This design comes from an exercise in tuning for small area on the open sky130 flow, not from production work. In this exercise RTL edits were held to simulation tests only and were not proved equivalent to the original. The flow treats the clock pin as an ideal source, which a real chip does not have. Power figures rest on the tool's default switching activity, not on a simulated workload.

== run C ==
==> module reram_activation_buffer, before the edit <==
module reram_activation_buffer #(
   parameter int NUM_NEURONS = 256,
   parameter int IDX_W       = 8,
   parameter int IN_W        = 16,
   parameter int OUT_W       = 8,
   parameter int SHIFT       = 4
) (
   input  logic                   clk,
   input  logic                   rst,
   input  logic                   in_valid,
   input  logic [IDX_W-1:0]       in_idx,
   input  logic signed [IN_W-1:0] in_value,
   output logic                   out_valid,
   input  logic                   out_ready,
   output logic [OUT_W-1:0]       out_data,
   output logic [IDX_W-1:0]       out_idx,
   output logic                   out_last,
   output logic                   frame_done,
   output logic                   drop_err,
   output logic                   dup_err,
   input  logic                   err_clear,
   output logic                   argmax_valid,
   output logic [IDX_W-1:0]       argmax_idx
);
   localparam int NW = NUM_NEURONS;
   logic                   drain;      
   logic [IDX_W-1:0]       cnt;        
   logic [NW-1:0]          bitmap;
   logic [OUT_W-1:0]       mem [NW];
   logic [IDX_W-1:0]       ra;
   logic [OUT_W-1:0]       rd_data;
   logic                   wr_en;
   logic                   is_dup;
   logic                   enter_drain;
   logic                   hs;
   logic                   last_hs;
   logic signed [IN_W-1:0] shifted;
   logic [OUT_W-1:0]       act_val;
   assign shifted = in_value >>> SHIFT;
   always_comb begin
      act_val = shifted[OUT_W-1:0];
      if (in_value[IN_W-1])
         act_val = '0;
      else if (|shifted[IN_W-2:OUT_W])
         act_val = '1;
   end
   assign wr_en = !drain && in_valid;
   assign ra    = cnt + IDX_W'(out_valid);
   localparam int K  = 8;
   localparam int KW = 3;             
   localparam int NG = NW / K;
   logic [K-1:0]     ra_oh;
   logic [OUT_W-1:0] grp_data [NG];
   always_comb begin
      for (int j = 0; j < K; j++)
         ra_oh[j] = (ra[KW-1:0] == KW'(j));
      for (int g = 0; g < NG; g++) begin
         grp_data[g] = '0;
         for (int j = 0; j < K; j++)
            grp_data[g] = grp_data[g] | (mem[K*g+j] & {OUT_W{ra_oh[j]}});
      end
   end
   logic [NG-1:0]    rg_oh;
   always_comb begin
      for (int g = 0; g < NG; g++)
         rg_oh[g] = (ra[IDX_W-1:KW] == (IDX_W-KW)'(g));
      rd_data = '0;
      for (int g = 0; g < NG; g++)
         rd_data = rd_data | (grp_data[g] & {OUT_W{rg_oh[g]}});
   end
   logic [NW-1:0] wsel;
   always_comb begin
      for (int i = 0; i < NW; i++)
         wsel[i] = wr_en && (in_idx == IDX_W'(i));
   end
   assign is_dup = |(bitmap & wsel);
   always_ff @(posedge clk) begin
      for (int i = 0; i < NW; i++)
         if (wsel[i])
            mem[i] <= act_val;
   end
   assign enter_drain = wr_en && !is_dup && (cnt == IDX_W'(NW-1));
   assign hs       = out_valid && out_ready;
   assign out_idx  = cnt;
   assign out_last = out_valid && (cnt == IDX_W'(NW-1));
   assign last_hs  = hs && out_last;
   always_ff @(posedge clk or posedge rst) begin
      if (rst)
         bitmap <= '0;
      else if (last_hs)
         bitmap <= '0;
      else
         bitmap <= bitmap | wsel;
   end
   always_ff @(posedge clk or posedge rst) begin
      if (rst) begin
         drain      <= 1'b0;
         cnt        <= '0;
         out_valid  <= 1'b0;
         frame_done <= 1'b0;
      end else begin
         frame_done <= last_hs;
         if (!drain) begin
            if (wr_en && !is_dup)
               cnt <= cnt + 1'b1;
            if (enter_drain)
               drain <= 1'b1;
         end else begin
            if (!out_valid)
               out_valid <= 1'b1;
            else if (hs) begin
               cnt <= cnt + 1'b1;
               if (out_last) begin
                  out_valid <= 1'b0;
                  drain     <= 1'b0;
               end
            end
         end
      end
   end
   always_ff @(posedge clk) begin
      if (drain && (!out_valid || out_ready))
         out_data <= rd_data;
   end
   always_ff @(posedge clk or posedge rst) begin
      if (rst) begin
         drop_err <= 1'b0;
         dup_err  <= 1'b0;
      end else if (err_clear) begin
         drop_err <= 1'b0;
         dup_err  <= 1'b0;
      end else begin
         if (in_valid && drain)
            drop_err <= 1'b1;
         if (wr_en && is_dup)
            dup_err <= 1'b1;
      end
   end
   logic [IN_W+IDX_W-1:0] max_key;
   logic [IN_W+IDX_W-1:0] in_key;
   logic                  first;
   assign in_key = {~in_value[IN_W-1], in_value[IN_W-2:0], ~in_idx};
   assign first  = (cnt == '0);
   always_ff @(posedge clk) begin
      if (wr_en && (first || (in_key > max_key)))
         max_key <= in_key;
   end
   assign argmax_valid = drain;
   assign argmax_idx   = drain ? ~max_key[IDX_W-1:0] : '0;
endmodule
Settings: LEC_CHECK=0, CAP_MARGIN=20, CORE_MARGIN=2, CORE_UTILIZATION=60, CTS_BUF_LIST=sky130_fd_sc_hd__clkbuf_8, CTS_CLUSTER_DIAMETER=60, CTS_CLUSTER_SIZE=16, PLACE_DENSITY=0.72, SLEW_MARGIN=20; clock period 6.0 ns.
standard.sh (not shown) runs the stock make flow with config.mk's settings and CLKGATE_MAP_FILE= SYNTH_SCRIPT=/design/flow/synth_recipe.tcl, a recipe that flattens the netlist after the stock synthesis.
==> flow/flow/run.sh <==
#!/bin/bash
set -euo pipefail
export CTS_ARGS="-sink_clustering_enable -repair_clock_nets -dont_use_dummy_load -buf_list sky130_fd_sc_hd__clkbuf_8 -sink_clustering_size 16 -sink_clustering_max_diameter 60"
export BUFFER_PORTS_ARGS="-buffer_cell sky130_fd_sc_hd__buf_1"
bash standard.sh > standard.log 2>&1
For run B, these inputs were changed with respect to run C:
--- a/flow/design.v
+++ b/flow/design.v
@@ -27,5 +27,5 @@
    logic [IDX_W-1:0]       cnt;        
    logic [NW-1:0]          bitmap;
-   logic [OUT_W-1:0]       mem [NW];
+   logic [NW-1:0][OUT_W-1:0] mem;
    logic [IDX_W-1:0]       ra;
    logic [OUT_W-1:0]       rd_data;
@@ -72,11 +72,16 @@
    always_comb begin
       for (int i = 0; i < NW; i++)
-         wsel[i] = wr_en && (in_idx == IDX_W'(i));
+         wsel[i] = wr_en && (in_idx[7:4] == 4'(i >> 4)) && (in_idx[3:0] == 4'(i & 15));
    end
-   assign is_dup = |(bitmap & wsel);
+   assign is_dup = !fresh && |(bitmap & wsel);
+   logic [NW-1:0] whold;
+   always_comb begin
+      for (int i = 0; i < NW; i++)
+         whold[i] = !wr_en || (in_idx[7:5] != 3'(i >> 5)) ||
+                    (in_idx[4:2] != 3'((i >> 2) & 7)) || (in_idx[1:0] != 2'(i & 3));
+   end
    always_ff @(posedge clk) begin
       for (int i = 0; i < NW; i++)
-         if (wsel[i])
-            mem[i] <= act_val;
+         mem[i] <= (mem[i] & {OUT_W{whold[i]}}) | (act_val & {OUT_W{wsel[i]}});
    end
    assign enter_drain = wr_en && !is_dup && (cnt == IDX_W'(NW-1));
@@ -85,9 +90,14 @@
    assign out_last = out_valid && (cnt == IDX_W'(NW-1));
    assign last_hs  = hs && out_last;
+   logic fresh;
    always_ff @(posedge clk or posedge rst) begin
       if (rst)
-         bitmap <= '0;
-      else if (last_hs)
-         bitmap <= '0;
+         fresh <= 1'b1;
+      else
+         fresh <= 1'b0;
+   end
+   always_ff @(posedge clk) begin
+      if (fresh || last_hs)
+         bitmap <= wsel;
       else
          bitmap <= bitmap | wsel;
### Flow results
Run B: full flow OK, the timing, design-rule and antenna checks passed. Of run C and run B, the lower area taken by multi-input logic gates belongs to run C. Side by side, via count turned out higher in run B than in run C. [compare] base=run C new=run B: maximum frequency -5.3 MHz, portion of the clock cycle consumed by the worst path in the final layout picked up an extra 2.8 points, simple-gate portion of the synthesized area rose 7.8 points, leakage power figure increased by about 15% relative to the old numbers. Max netlist area before placement across run C and run B: run C. Run C has lower gate count of the mapped netlist than run B. The run with more routed wire is run B, not run C. Of run C and run B, the run reporting the higher fraction of power spent switching nets was run C.

==> port drivers added, routing unchanged <==
No port has a modelled driver above. Below, the same layouts with a new extraction and two added sets of constraints.
Step 1 assumes that a clkbuf_16 drives the clock port and a buf_2 every other input.
Step 2 times the ports against the registers' clock, not the clock port: input delays grow and output delays shrink by t, the midpoint of the rising clock arrivals with the driver on.
a / b / c = ideal / step 1 / step 2; a / b = the first two.
| run | shift t [ns] | setup WS [ns] | hold WS [ns] | latest minus earliest clock arrival (ns) | worst register clock-pin slew, ns |
|---|---|---|---|---|---|
| run C | 1.013 | 0.415 / 0.415 / 0.000 | 0.349 / 0.282 / 0.490 | 0.109 / 0.108 | 0.11 / 0.11 |
| run B | 1.004 | 0.244 / 0.244 / 0.244 | 0.300 / 0.241 / 0.453 | 0.102 / 0.102 | 0.12 / 0.12 |
The setup slack of run C, which loses most, moves by 0.000 ns with the drivers and by -0.415 ns with both steps.
